Context: an optimization exercise on an open-source flow, tuned for small area, a short achievable clock period and few clock cycles per item. The choices shown serve that exercise and are no tape-out recipe.
Function was checked by simulation only, so behaviour that the tests miss may differ from the original.

$ cat flow/design.v
module weight_update #(
  parameter int WWIDTH   = 8,
  parameter int LR_SHIFT = 4,
  parameter int ADDR_L0  = 0,
  parameter int ADDR_L1  = 1
) (
  input  logic               CLK,
  input  logic               RST,
  input  logic               start,
  input  logic signed [8:0]  x0,
  input  logic signed [8:0]  x1,
  input  logic signed [8:0]  x2,
  input  logic signed [8:0]  x3,
  input  logic signed [8:0]  v0,
  input  logic signed [8:0]  v1,
  input  logic signed [8:0]  v2,
  input  logic signed [8:0]  v3,
  input  logic signed [8:0]  v4,
  input  logic signed [8:0]  v5,
  input  logic signed [8:0]  delta_20,
  input  logic signed [8:0]  delta_21,
  input  logic signed [8:0]  delta_22,
  input  logic signed [8:0]  delta_23,
  input  logic signed [8:0]  delta_24,
  input  logic signed [8:0]  delta_25,
  input  logic signed [8:0]  delta_30,
  input  logic signed [8:0]  delta_31,
  output logic               busy,
  output logic               done,
  output logic [3:0]         addr,
  output logic [255:0]       write_data,
  output logic               we,
  input  logic [255:0]       read_data
);
  logic [1:0] st_q;
  wire idle = (st_q == 2'd0);
  wire s1   = (st_q == 2'd1);
  wire s2   = (st_q == 2'd2);
  wire s3   = (st_q == 2'd3);
  always_ff @(posedge CLK or posedge RST) begin
    if (RST)       st_q <= 2'd0;
    else if (idle) st_q <= start ? 2'd1 : 2'd0;
    else           st_q <= st_q + 2'd1;
  end
  logic [5:0] sel2_q;
  always_ff @(posedge CLK or posedge RST) begin
    if (RST) sel2_q <= '0;
    else
      for (int c = 0; c < 6; c++)
        sel2_q[c] <= s1 || (idle && !start && c[0]) || (s2 && c[1]) || (s3 && c[2]);
  end
  wire [8:0] vp [6];
  assign vp[0] = v0; assign vp[1] = v1; assign vp[2] = v2;
  assign vp[3] = v3; assign vp[4] = v4; assign vp[5] = v5;
  wire [8:0] xp [4];
  assign xp[0] = x0; assign xp[1] = x1; assign xp[2] = x2; assign xp[3] = x3;
  wire [8:0] d2p [6];
  assign d2p[0] = delta_20; assign d2p[1] = delta_21; assign d2p[2] = delta_22;
  assign d2p[3] = delta_23; assign d2p[4] = delta_24; assign d2p[5] = delta_25;
  wire [8:0] d3p [2];
  assign d3p[0] = delta_30; assign d3p[1] = delta_31;
  logic [8:0] x_q  [4];
  logic [8:0] d2_q [6];
  always_ff @(posedge CLK) begin
    if (idle) begin
      for (int i = 0; i < 4; i++) x_q[i]  <= xp[i];
      for (int j = 0; j < 6; j++) d2_q[j] <= d2p[j];
    end
  end
  logic [8:0] ua_q [12];
  logic [8:0] ub_q [4];
  logic [8:0] uc_q [2];
  always_ff @(posedge CLK) begin
    for (int m = 0; m < 12; m++) ua_q[m] <= idle ? vp[m % 6] : x_q[m % 4];
    ub_q[0] <= idle ? d3p[0] : d2_q[0];
    ub_q[1] <= idle ? d3p[0] : d2_q[1];
    ub_q[2] <= idle ? d3p[1] : d2_q[1];
    ub_q[3] <= idle ? d3p[1] : d2_q[2];
    for (int p = 0; p < 2; p++) uc_q[p] <= idle ? xp[2*p] : x_q[2*p+1];
  end
  logic [8:0] ma [18];
  logic [8:0] mb [18];
  logic [7:0] mw [18];
  logic [7:0] mo [18];
  for (genvar g = 0; g < 18; g++) begin : g_mac
    wu_mac u_mac (.a(ma[g]), .b(mb[g]), .w(mw[g]), .o(mo[g]));
  end
  always_comb begin
    for (int m = 0; m < 12; m++) begin
      ma[m] = ua_q[m];
      mb[m] = ub_q[(m < 4) ? 0 : (m < 6) ? 1 : (m < 8) ? 2 : 3];
      mw[m] = read_data[8*m +: 8];
    end
    for (int n = 0; n < 6; n++) begin
      ma[12+n] = uc_q[n % 2];
      mb[12+n] = d2_q[3 + n/2];
      mw[12+n] = sel2_q[n] ? read_data[8*(4*(3+n/2) + 2*(n%2) + 1) +: 8] : 8'd0;
    end
  end
  logic [7:0] e_q [6];
  always_ff @(posedge CLK) begin
    for (int n = 0; n < 6; n++) e_q[n] <= mo[12+n];
  end
  logic [255:0] w_d, w_q;
  always_comb begin
    w_d = read_data;
    for (int m = 0; m < 12; m++) w_d[8*m +: 8] = mo[m];
    for (int n = 0; n < 6; n++) begin
      w_d[8*(4*(3+n/2) + 2*(n%2))     +: 8] = read_data[8*(4*(3+n/2) + 2*(n%2)) +: 8] + (sel2_q[n] ? e_q[n] : 8'd0);
      w_d[8*(4*(3+n/2) + 2*(n%2) + 1) +: 8] = sel2_q[n] ? mo[12+n] : read_data[8*(4*(3+n/2) + 2*(n%2) + 1) +: 8];
    end
  end
  always_ff @(posedge CLK) w_q <= w_d;
  assign write_data = w_q;
  assign busy = !idle;
  assign done = s3;
  assign we   = s2 || s3;
  assign addr = (s1 || s3) ? 4'(ADDR_L0) : 4'(ADDR_L1);
endmodule
module wu_mac (input logic [8:0] a, input logic [8:0] b, input logic [7:0] w, output logic [7:0] o);
  wire pp1;
  assign pp1 = a[0] & b[0];
  wire pp2;
  assign pp2 = a[0] & b[1];
  wire pp3;
  assign pp3 = a[0] & b[2];
  wire pp4;
  assign pp4 = a[0] & b[3];
  wire pp5;
  assign pp5 = a[0] & b[4];
  wire pp6;
  assign pp6 = a[0] & b[5];
  wire pp7;
  assign pp7 = a[0] & b[6];
  wire pp8;
  assign pp8 = a[0] & b[7];
  wire pp9;
  assign pp9 = a[0] & b[8];
  wire pp10;
  assign pp10 = a[1] & b[0];
  wire pp11;
  assign pp11 = a[1] & b[1];
  wire pp12;
  assign pp12 = a[1] & b[2];
  wire pp13;
  assign pp13 = a[1] & b[3];
  wire pp14;
  assign pp14 = a[1] & b[4];
  wire pp15;
  assign pp15 = a[1] & b[5];
  wire pp16;
  assign pp16 = a[1] & b[6];
  wire pp17;
  assign pp17 = a[1] & b[7];
  wire pp18;
  assign pp18 = a[1] & b[8];
  wire pp19;
  assign pp19 = a[2] & b[0];
  wire pp20;
  assign pp20 = a[2] & b[1];
  wire pp21;
  assign pp21 = a[2] & b[2];
  wire pp22;
  assign pp22 = a[2] & b[3];
  wire pp23;
  assign pp23 = a[2] & b[4];
  wire pp24;
  assign pp24 = a[2] & b[5];
  wire pp25;
  assign pp25 = a[2] & b[6];
  wire pp26;
  assign pp26 = a[2] & b[7];
  wire pp27;
  assign pp27 = a[2] & b[8];
  wire pp28;
  assign pp28 = a[3] & b[0];
  wire pp29;
  assign pp29 = a[3] & b[1];
  wire pp30;
  assign pp30 = a[3] & b[2];
  wire pp31;
  assign pp31 = a[3] & b[3];
  wire pp32;
  assign pp32 = a[3] & b[4];
  wire pp33;
  assign pp33 = a[3] & b[5];
  wire pp34;
  assign pp34 = a[3] & b[6];
  wire pp35;
  assign pp35 = a[3] & b[7];
  wire pp36;
  assign pp36 = a[3] & b[8];
  wire pp37;
  assign pp37 = a[4] & b[0];
  wire pp38;
  assign pp38 = a[4] & b[1];
  wire pp39;
  assign pp39 = a[4] & b[2];
  wire pp40;
  assign pp40 = a[4] & b[3];
  wire pp41;
  assign pp41 = a[4] & b[4];
  wire pp42;
  assign pp42 = a[4] & b[5];
  wire pp43;
  assign pp43 = a[4] & b[6];
  wire pp44;
  assign pp44 = a[4] & b[7];
  wire pp45;
  assign pp45 = a[5] & b[0];
  wire pp46;
  assign pp46 = a[5] & b[1];
  wire pp47;
  assign pp47 = a[5] & b[2];
  wire pp48;
  assign pp48 = a[5] & b[3];
  wire pp49;
  assign pp49 = a[5] & b[4];
  wire pp50;
  assign pp50 = a[5] & b[5];
  wire pp51;
  assign pp51 = a[5] & b[6];
  wire pp52;
  assign pp52 = a[6] & b[0];
  wire pp53;
  assign pp53 = a[6] & b[1];
  wire pp54;
  assign pp54 = a[6] & b[2];
  wire pp55;
  assign pp55 = a[6] & b[3];
  wire pp56;
  assign pp56 = a[6] & b[4];
  wire pp57;
  assign pp57 = a[6] & b[5];
  wire pp58;
  assign pp58 = a[7] & b[0];
  wire pp59;
  assign pp59 = a[7] & b[1];
  wire pp60;
  assign pp60 = a[7] & b[2];
  wire pp61;
  assign pp61 = a[7] & b[3];
  wire pp62;
  assign pp62 = a[7] & b[4];
  wire pp63;
  assign pp63 = a[8] & b[0];
  wire pp64;
  assign pp64 = a[8] & b[1];
  wire pp65;
  assign pp65 = a[8] & b[2];
  wire pp66;
  assign pp66 = a[8] & b[3];
  wire s67;
  wire c68;
  assign s67 = pp7 ^ pp15;
  assign c68 = pp7 | pp15;
  wire s69;
  wire c70;
  assign s69 = pp8 ^ pp16 ^ pp24;
  assign c70 = (pp8 & pp16) | (pp8 & pp24) | (pp16 & pp24);
  wire s71;
  wire c72;
  assign s71 = pp32 ^ pp40;
  assign c72 = pp32 | pp40;
  wire s73;
  wire c74;
  assign s73 = ~pp9 ^ pp17 ^ pp25;
  assign c74 = (~pp9 & pp17) | (~pp9 & pp25) | (pp17 & pp25);
  wire s75;
  wire c76;
  assign s75 = pp33 ^ pp41 ^ pp48;
  assign c76 = (pp33 & pp41) | (pp33 & pp48) | (pp41 & pp48);
  wire s77;
  wire c78;
  assign s77 = pp54 ^ pp59;
  assign c78 = pp54 | pp59;
  wire s79;
  wire c80;
  assign s79 = ~pp18 ^ pp26 ^ pp34;
  assign c80 = (~pp18 & pp26) | (~pp18 & pp34) | (pp26 & pp34);
  wire s81;
  wire c82;
  assign s81 = pp42 ^ pp49 ^ pp55;
  assign c82 = (pp42 & pp49) | (pp42 & pp55) | (pp49 & pp55);
  wire s83;
  wire c84;
  assign s83 = ~pp60 ^ pp64 ^ 1'b1;
  assign c84 = (~pp60 & pp64) | (~pp60 & 1'b1) | (pp64 & 1'b1);
  wire s85;
  wire c86;
  assign s85 = ~pp27 ^ pp35 ^ pp43;
  assign c86 = (~pp27 & pp35) | (~pp27 & pp43) | (pp35 & pp43);
  wire s87;
  wire c88;
  assign s87 = pp50 ^ pp56 ^ pp61;
  assign c88 = (pp50 & pp56) | (pp50 & pp61) | (pp56 & pp61);
  wire s89;
  wire c90;
  assign s89 = ~pp36 ^ pp44 ^ pp51;
  assign c90 = (~pp36 & pp44) | (~pp36 & pp51) | (pp44 & pp51);
  wire s91;
  wire c92;
  assign s91 = pp4 ^ pp12;
  assign c92 = pp4 | pp12;
  wire s93;
  wire c94;
  assign s93 = pp5 ^ pp13 ^ pp21;
  assign c94 = (pp5 & pp13) | (pp5 & pp21) | (pp13 & pp21);
  wire s95;
  wire c96;
  assign s95 = pp6 ^ pp14 ^ pp22;
  assign c96 = (pp6 & pp14) | (pp6 & pp22) | (pp14 & pp22);
  wire s97;
  wire c98;
  assign s97 = pp30 ^ pp38;
  assign c98 = pp30 | pp38;
  wire s99;
  wire c100;
  assign s99 = pp23 ^ pp31 ^ pp39;
  assign c100 = (pp23 & pp31) | (pp23 & pp39) | (pp31 & pp39);
  wire s101;
  wire c102;
  assign s101 = pp46 ^ pp52 ^ ~s67;
  assign c102 = (pp46 & pp52) | (pp46 & ~s67) | (pp52 & ~s67);
  wire s103;
  wire c104;
  assign s103 = pp47 ^ pp53 ^ pp58;
  assign c104 = (pp47 & pp53) | (pp47 & pp58) | (pp53 & pp58);
  wire s105;
  wire c106;
  assign s105 = s69 ^ ~s71 ^ c68;
  assign c106 = (s69 & ~s71) | (s69 & c68) | (~s71 & c68);
  wire s107;
  wire c108;
  assign s107 = ~pp63 ^ s73 ^ s75;
  assign c108 = (~pp63 & s73) | (~pp63 & s75) | (s73 & s75);
  wire s109;
  wire c110;
  assign s109 = ~s77 ^ c70 ^ c72;
  assign c110 = (~s77 & c70) | (~s77 & c72) | (c70 & c72);
  wire s111;
  wire c112;
  assign s111 = s79 ^ s81 ^ ~s83;
  assign c112 = (s79 & s81) | (s79 & ~s83) | (s81 & ~s83);
  wire s113;
  wire c114;
  assign s113 = c74 ^ c76 ^ c78;
  assign c114 = (c74 & c76) | (c74 & c78) | (c76 & c78);
  wire s115;
  wire c116;
  assign s115 = ~pp65 ^ s85 ^ s87;
  assign c116 = (~pp65 & s85) | (~pp65 & s87) | (s85 & s87);
  wire s117;
  wire c118;
  assign s117 = c80 ^ c82 ^ ~c84;
  assign c118 = (c80 & c82) | (c80 & ~c84) | (c82 & ~c84);
  wire s119;
  wire c120;
  assign s119 = pp57 ^ pp62 ^ ~pp66;
  assign c120 = (pp57 & pp62) | (pp57 & ~pp66) | (pp62 & ~pp66);
  wire s121;
  wire c122;
  assign s121 = s89 ^ c86 ^ c88;
  assign c122 = (s89 & c86) | (s89 & c88) | (c86 & c88);
  wire s123;
  wire c124;
  assign s123 = pp3 ^ pp11;
  assign c124 = pp3 | pp11;
  wire s125;
  wire c126;
  assign s125 = pp20 ^ pp28 ^ ~1'b1;
  assign c126 = (pp20 & pp28) | (pp20 & ~1'b1) | (pp28 & ~1'b1);
  wire s127;
  wire c128;
  assign s127 = pp29 ^ pp37 ^ s93;
  assign c128 = (pp29 & pp37) | (pp29 & s93) | (pp37 & s93);
  wire s129;
  wire c130;
  assign s129 = pp45 ^ s95 ^ ~s97;
  assign c130 = (pp45 & s95) | (pp45 & ~s97) | (s95 & ~s97);
  wire s131;
  wire c132;
  assign s131 = s99 ^ s101 ^ c96;
  assign c132 = (s99 & s101) | (s99 & c96) | (s101 & c96);
  wire s133;
  wire c134;
  assign s133 = s103 ^ s105 ^ c100;
  assign c134 = (s103 & s105) | (s103 & c100) | (s105 & c100);
  wire s135;
  wire c136;
  assign s135 = s107 ^ s109 ^ c104;
  assign c136 = (s107 & s109) | (s107 & c104) | (s109 & c104);
  wire s137;
  wire c138;
  assign s137 = s111 ^ s113 ^ c108;
  assign c138 = (s111 & s113) | (s111 & c108) | (s113 & c108);
  wire s139;
  wire c140;
  assign s139 = s115 ^ s117 ^ c112;
  assign c140 = (s115 & s117) | (s115 & c112) | (s117 & c112);
  wire s141;
  wire c142;
  assign s141 = s119 ^ s121 ^ c116;
  assign c142 = (s119 & s121) | (s119 & c116) | (s121 & c116);
  wire s143;
  wire c144;
  assign s143 = pp2 ^ pp10;
  assign c144 = pp2 | pp10;
  wire s145;
  wire c146;
  assign s145 = ~pp19 ^ 1'b1 ^ s123;
  assign c146 = (~pp19 & 1'b1) | (~pp19 & s123) | (1'b1 & s123);
  wire s147;
  wire c148;
  assign s147 = ~s91 ^ s125 ^ c124;
  assign c148 = (~s91 & s125) | (~s91 & c124) | (s125 & c124);
  wire s149;
  wire c150;
  assign s149 = c92 ^ s127 ^ c126;
  assign c150 = (c92 & s127) | (c92 & c126) | (s127 & c126);
  wire s151;
  wire c152;
  assign s151 = c94 ^ s129 ^ c128;
  assign c152 = (c94 & s129) | (c94 & c128) | (s129 & c128);
  wire s153;
  wire c154;
  assign s153 = c98 ^ s131 ^ c130;
  assign c154 = (c98 & s131) | (c98 & c130) | (s131 & c130);
  wire s155;
  wire c156;
  assign s155 = c102 ^ s133 ^ c132;
  assign c156 = (c102 & s133) | (c102 & c132) | (s133 & c132);
  wire s157;
  wire c158;
  assign s157 = c106 ^ s135 ^ c134;
  assign c158 = (c106 & s135) | (c106 & c134) | (s135 & c134);
  wire s159;
  wire c160;
  assign s159 = c110 ^ s137 ^ c136;
  assign c160 = (c110 & s137) | (c110 & c136) | (s137 & c136);
  wire s161;
  wire c162;
  assign s161 = c114 ^ s139 ^ c138;
  assign c162 = (c114 & s139) | (c114 & c138) | (s139 & c138);
  wire s163;
  wire c164;
  assign s163 = c118 ^ s141 ^ c140;
  assign c164 = (c118 & s141) | (c118 & c140) | (s141 & c140);
  wire s165;
  wire c166;
  assign s165 = s149 ^ c148;
  assign c166 = s149 | c148;
  wire s167;
  wire c168;
  assign s167 = s151 ^ c150 ^ ~w[1];
  assign c168 = (s151 & c150) | (s151 & ~w[1]) | (c150 & ~w[1]);
  wire s169;
  wire c170;
  assign s169 = s153 ^ c152 ^ ~w[2];
  assign c170 = (s153 & c152) | (s153 & ~w[2]) | (c152 & ~w[2]);
  wire s171;
  wire c172;
  assign s171 = s155 ^ c154 ^ ~w[3];
  assign c172 = (s155 & c154) | (s155 & ~w[3]) | (c154 & ~w[3]);
  wire s173;
  wire c174;
  assign s173 = s157 ^ c156 ^ ~w[4];
  assign c174 = (s157 & c156) | (s157 & ~w[4]) | (c156 & ~w[4]);
  wire s175;
  wire c176;
  assign s175 = s159 ^ c158 ^ ~w[5];
  assign c176 = (s159 & c158) | (s159 & ~w[5]) | (c158 & ~w[5]);
  wire s177;
  wire c178;
  assign s177 = s161 ^ c160 ^ ~w[6];
  assign c178 = (s161 & c160) | (s161 & ~w[6]) | (c160 & ~w[6]);
  wire s179;
  wire c180;
  assign s179 = s163 ^ c162 ^ ~w[7];
  assign c180 = (s163 & c162) | (s163 & ~w[7]) | (c162 & ~w[7]);
  wire [11:0] r0 = {~s179, ~s177, ~s175, ~s173, ~s171, ~s169, ~s167, w[0], ~s147, s145, 1'b1, ~pp1};
  wire [11:0] r1 = {~c178, ~c176, ~c174, ~c172, ~c170, ~c168, ~c166, s165, c146, ~c144, s143, 1'b0};
  wire [11:0] sum = r0 + r1;
  assign o = sum[11:4];
endmodule
$ cat flow/standard.sh
#!/bin/bash
# synth_recipe.tcl (not shown) runs the flow's synth.tcl, then flattens the netlist and writes it again
# the make line also repeats each setting of config.mk as NAME=value (left out here)
make -C /OpenROAD-flow-scripts/flow DESIGN_CONFIG=/design/flow/config.mk WORK_HOME=/design/flow/orfs CLKGATE_MAP_FILE= SYNTH_SCRIPT=/design/flow/synth_recipe.tcl "${@:-finish}"
$ cat flow/config.mk
export PLATFORM = sky130hd
export DESIGN_NAME = weight_update
export DESIGN_NICKNAME = weight_update
export VERILOG_FILES = /design/flow/design.v
export SDC_FILE = /design/flow/constraint.sdc
export NUM_CORES = 4
export LEC_CHECK = 0
export CAP_MARGIN = 20
export CORE_MARGIN = 2
export CORE_UTILIZATION = 60
export SLEW_MARGIN = 20
$ cat flow/flow/run.sh
#!/bin/bash
# The standard layout (standard.sh: the standard flow's synthesis and ORFS flow, unchanged), except that
#  - the port buffers that global placement inserts on every input and output are the
#    smallest buffer (buf_1) instead of the tool's default choice (repair may still resize them);
set -euo pipefail
export BUFFER_PORTS_ARGS="-buffer_cell sky130_fd_sc_hd__buf_1"
export SETUP_SLACK_MARGIN=6
bash standard.sh > standard.log 2>&1
$ cat flow/constraint.sdc
create_clock -name core_clock -period 10.0 [get_ports {CLK}]
set_input_delay 2.0000 -clock core_clock [delete_from_list [all_inputs] [get_ports {CLK}]]
set_output_delay 2.0000 -clock core_clock [all_outputs]
set_load 0.01 [all_outputs]
==> results.txt <==
[per-stage QoR]
step	area, µm²	instances	setup WS [ns]	utilization [%]
after global placement	54100	6856	4.98	65.7
final	62500	7323	5.28	75.9
after floorplan	51500	5286	5.51	-
after global routing	62500	7320	5.22	75.9
after CTS	60500	7217	5.36	73.4
after detailed placement	54100	6856	4.90	65.7
[tightest hold or removal path: stages (launching register included)]
cell and delay [ns]:
edfxtp_1 0.32, nand2_1 0.07, nand2_1 0.05
[how the worst max path moves through the flow]
stage                     from       end  slack, ns
floorplan           d2_q[3][6]  w_q[110]       5.51
global placement    uc_q[1][3]  w_q[127]       4.98
detailed placement  uc_q[0][4]  w_q[111]       4.90
CTS                 d2_q[3][7]  w_q[110]       5.36
global route        d2_q[3][5]  w_q[110]       5.22
finish              d2_q[4][6]  w_q[142]       5.28
[sequential cells by signal, indices dropped and copies added, names as in the netlist]
signal and flops:
e_q 48, w_q 256, d2_q 54, sel2_q 6, ub_q 36, ua_q 108, uc_q 18, x_q 36
st_q 1
[cell usage after synthesis]
library cell / n / area (µm²)
xor2_1: 104 / 911
o221ai_1: 9 / 78.8
or4_4: 6 / 67.6
o211ai_1: 9 / 67.6
o22ai_1: 2 / 12.5
ha_1: 406 / 5080
nand4_1: 6 / 37.5
buf_6: 1 / 11.3
a21boi_0: 1 / 7.51
mux2_2: 48 / 541
o21a_1: 14 / 105
a21oi_1: 91 / 455
xnor3_1: 6 / 135
dfrtp_1: 7 / 175
a21o_2: 1 / 8.76
and2_1: 476 / 2980
a31oi_1: 6 / 37.5
a21o_1: 47 / 353
inv_1: 934 / 3510
xnor2_1: 304 / 2660
fa_1: 726 / 14500
a41o_1: 5 / 50.1
conb_1: 1 / 3.75
o41ai_1: 12 / 105
and3_1: 1 / 6.26
nor2_1: 40 / 150
buf_1: 6 / 22.5
a211oi_2: 6 / 75.1
edfxtp_1: 90 / 2700
nor3_1: 13 / 65.1
nand2b_1: 3 / 18.8
buf_4: 3 / 22.5
nand2_1: 1092 / 4100
nor4_1: 7 / 43.8
o21ba_2: 10 / 100
clkbuf_1: 183 / 687
o21bai_2: 6 / 67.6
nor2b_1: 9 / 56.3
dfxtp_1: 466 / 9330
or2_2: 14 / 87.6
a41oi_2: 1 / 16.3
o21bai_1: 30 / 225
o31ai_1: 1 / 7.51
buf_2: 8 / 40.0
o21ai_0: 73 / 365
[layer usage]
metal / vias up / wire [µm] / share of wire, % / track usage (%)
li1: 17681 / - / - / -
met5: - / 82 / 0.053 / 0
met4: 10 / 8440 / 5.5 / 17.7
met3: 384 / 14200 / 9.3 / 8.51
met2: 1639 / 73500 / 48 / 57.7
met1: 19613 / 57200 / 37 / 44.3
[layout make-up]
type	count	share of cell area [%]
Timing Repair Buffer	1033	10.2
Tap cell	1070	2.14
Sequential cell	563	19.9
Clock inverter	39	0.750
Inverter	934	5.61
Clock buffer	85	3.06
Antenna cell	11	0.0440
Multi-Input combinational cell	3588	58.3
[cell usage in the layout, fill, tap and decap left out, types with 36 or more instances in the layout]
| cell | netlist | routed |
|---|---|---|
| nand2_1 | 1092 | 1042 |
| inv_1 | 934 | 882 |
| fa_1 | 726 | 701 |
| buf_1 | 6 | 680 |
| and2_1 | 476 | 430 |
| dfxtp_1 | 466 | 369 |
| ha_1 | 406 | 305 |
| xnor2_1 | 304 | 279 |
| buf_4 | 3 | 209 |
| xor2_1 | 104 | 98 |
| ha_4 | 0 | 96 |
| edfxtp_1 | 90 | 90 |
| buf_6 | 1 | 75 |
| clkbuf_16 | 0 | 74 |
| dfxtp_4 | 0 | 57 |
| inv_2 | 0 | 52 |
| a21oi_1 | 91 | 48 |
| a21o_1 | 47 | 47 |
| and2_4 | 0 | 46 |
| buf_12 | 0 | 41 |
| dfxtp_2 | 0 | 40 |
| mux2_2 | 48 | 36 |
[kinds of logic (layout without fill, tap and decap cells)]
| family | after synthesis | after routing | share of synthesized area [%] |
|---|---|---|---|
| fa+ha+maj | 1132 | 1132 | 39.1 |
| xor+xnor | 414 | 414 | 7.40 |
| mux | 48 | 48 | 1.08 |
| buf+inv | 1135 | 2091 | 8.56 |
| flops | 563 | 563 | 24.4 |
| compound gates | 324 | 324 | 4.27 |
| other cells | 1 | 14 | 0.00748 |
| simple gates | 1667 | 1667 | 15.2 |
[repair_timing]
item | 4_1_cts | 5_1_grt
setup endpoints to repair | 139 | 134
pin swaps | 226 | 240
gates cloned | 11 | 2
resized for setup | 416 | 285
setup buffers | 226 | 93
==> impl_metrics.json <==
{
  "hp-class": "reg2reg",
  "hold_depth": 2,
  "finalClockSkew_ns": 0.0189,
  "drt_first_pass_iters": 6,
  "gp_congestion": 0.972,
  "worstPathMaxFanout": 7,
  "arrival_ns": 5.24,
  "die_h_um": 293,
  "clock_latency_ns": 0.64,
  "slowest_delay_ns": 0.56,
  "cts_buffer_depth": 3,
  "seq_area_um2": 12500,
  "cp.required_ns": 10.52,
  "numCtsBuffers": 67,
  "io_pins": 684,
  "min_to": "ub_q[2][8]",
  "multiInputGateArea_um2": 36400,
  "start_util_pct": 60.8,
  "hold_viol_final": 0,
  "root_buffer": "clkbuf_16",
  "antenna_found_initial": 18,
  "startpoint_type": "flop",
  "syn_avg_cell_area_um2": 9.48,
  "grt_pass1_vias": 40820,
  "tritoncts": "built",
  "rsz0062_at_grt": "true",
  "syn2layout_area_growth_pct": 24.8,
  "crit_chain": "and2_4 > fa_1 > fa_1 > fa_1 > inv_1 > fa_1 > fa_1 > ha_4 > or4_4 > a41o_1 > xor2_1 > mux2_4",
  "fillerInstances": 5896,
  "cp_top_family": "adder cells",
  "wl_per_cell_um": 20.9,
  "maxSlewHeadroom_pct": 29.1,
  "die_w_um": 293,
  "clk_pin_slew_ns": 0.06,
  "clkSinkCount": 563,
  "fin_crit_sh_pct": 47.2,
  "postCtsHoldBufs": 0,
  "crit_type": "reg2reg",
  "port_buffers": 680,
  "yosys_warnings": 20,
  "grt_max_degree": 99,
  "regToRegStartpoint": "d2_q[4][6]",
  "wl_um": 153000,
  "r2r_end": "w_q[142]",
  "dieArea_um2": 85800,
  "hpwl_um": 109000,
  "maxCapViolCount": 0,
  "synth_cell_types": 45,
  "outcome": "complete, no violations",
  "nNetsFinal": 7740,
  "cpMostUsedCell": "fa_1",
  "rr_worst_depth": 12,
  "whs_ns": 0.471,
  "drt_iter0_markers": 2483,
  "vias_per_cell": 5.37,
  "hp-start": "d2_q[1][8]",
  "yosysSeqAreaShare_pct": 24.4,
  "syn-cell-area_um2": 50100,
  "htree_levels": 3,
  "coreArea_um2": 82400,
  "tightestPinTransition_ns": 1.06,
  "regToRegSetupSlack_ns": 5.28,
  "crit_buf_inv": 1,
  "drc_errors": 0,
  "critical_path_cell_count": 12,
  "grt_pass1_wl_um": 231000,
  "ant_nets": 0,
  "finalSetupViolCount": 0,
  "crit_slowest_cell": "edfxtp_1",
  "grtUsageTotal_pct": 35.4,
  "rows": 105,
  "syn_inst": 5284,
  "drive_gt1_share_pct": 17.4,
  "setup_tns_ns": 0,
  "drv_slew": 0,
  "ys_ff_latch": 563,
  "end_kind": "flop",
  "vias": 39327,
  "gr-total-overflow": 0,
  "fin_crit_ns": 4.72,
  "max_freq_mhz": 212
}
Testbench counts, summed over its fixed seeds: cycles 3,840, items 960.

-- re-timing with driven ports --
The flow's constraints put no driver on any port. The routed layout listed below was extracted and timed again, unchanged, in two steps. Step 1 sets driving cells, clkbuf_16 on the clock port and buf_2 on the other inputs (assumed; they add their load-dependent delay and slew). Step 2 also shifts input and output timing later by t, the mid clock arrival at the registers, as if the neighbouring blocks saw the same clock. Three values: ideal ports, drivers, drivers and shift; two values: the first two.
t, ns: 0.700
setup WS [ns]: 5.282 / 5.282 / 5.282
clock arrival spread, ns: 0.023 / 0.023
worst register clock-pin slew, ns: 0.07 / 0.07
pins driven straight from the clock port: 1
After both steps this run still meets setup and hold. The setup slack of this run moves by 0.000 ns with the drivers and by 0.000 ns with both steps.
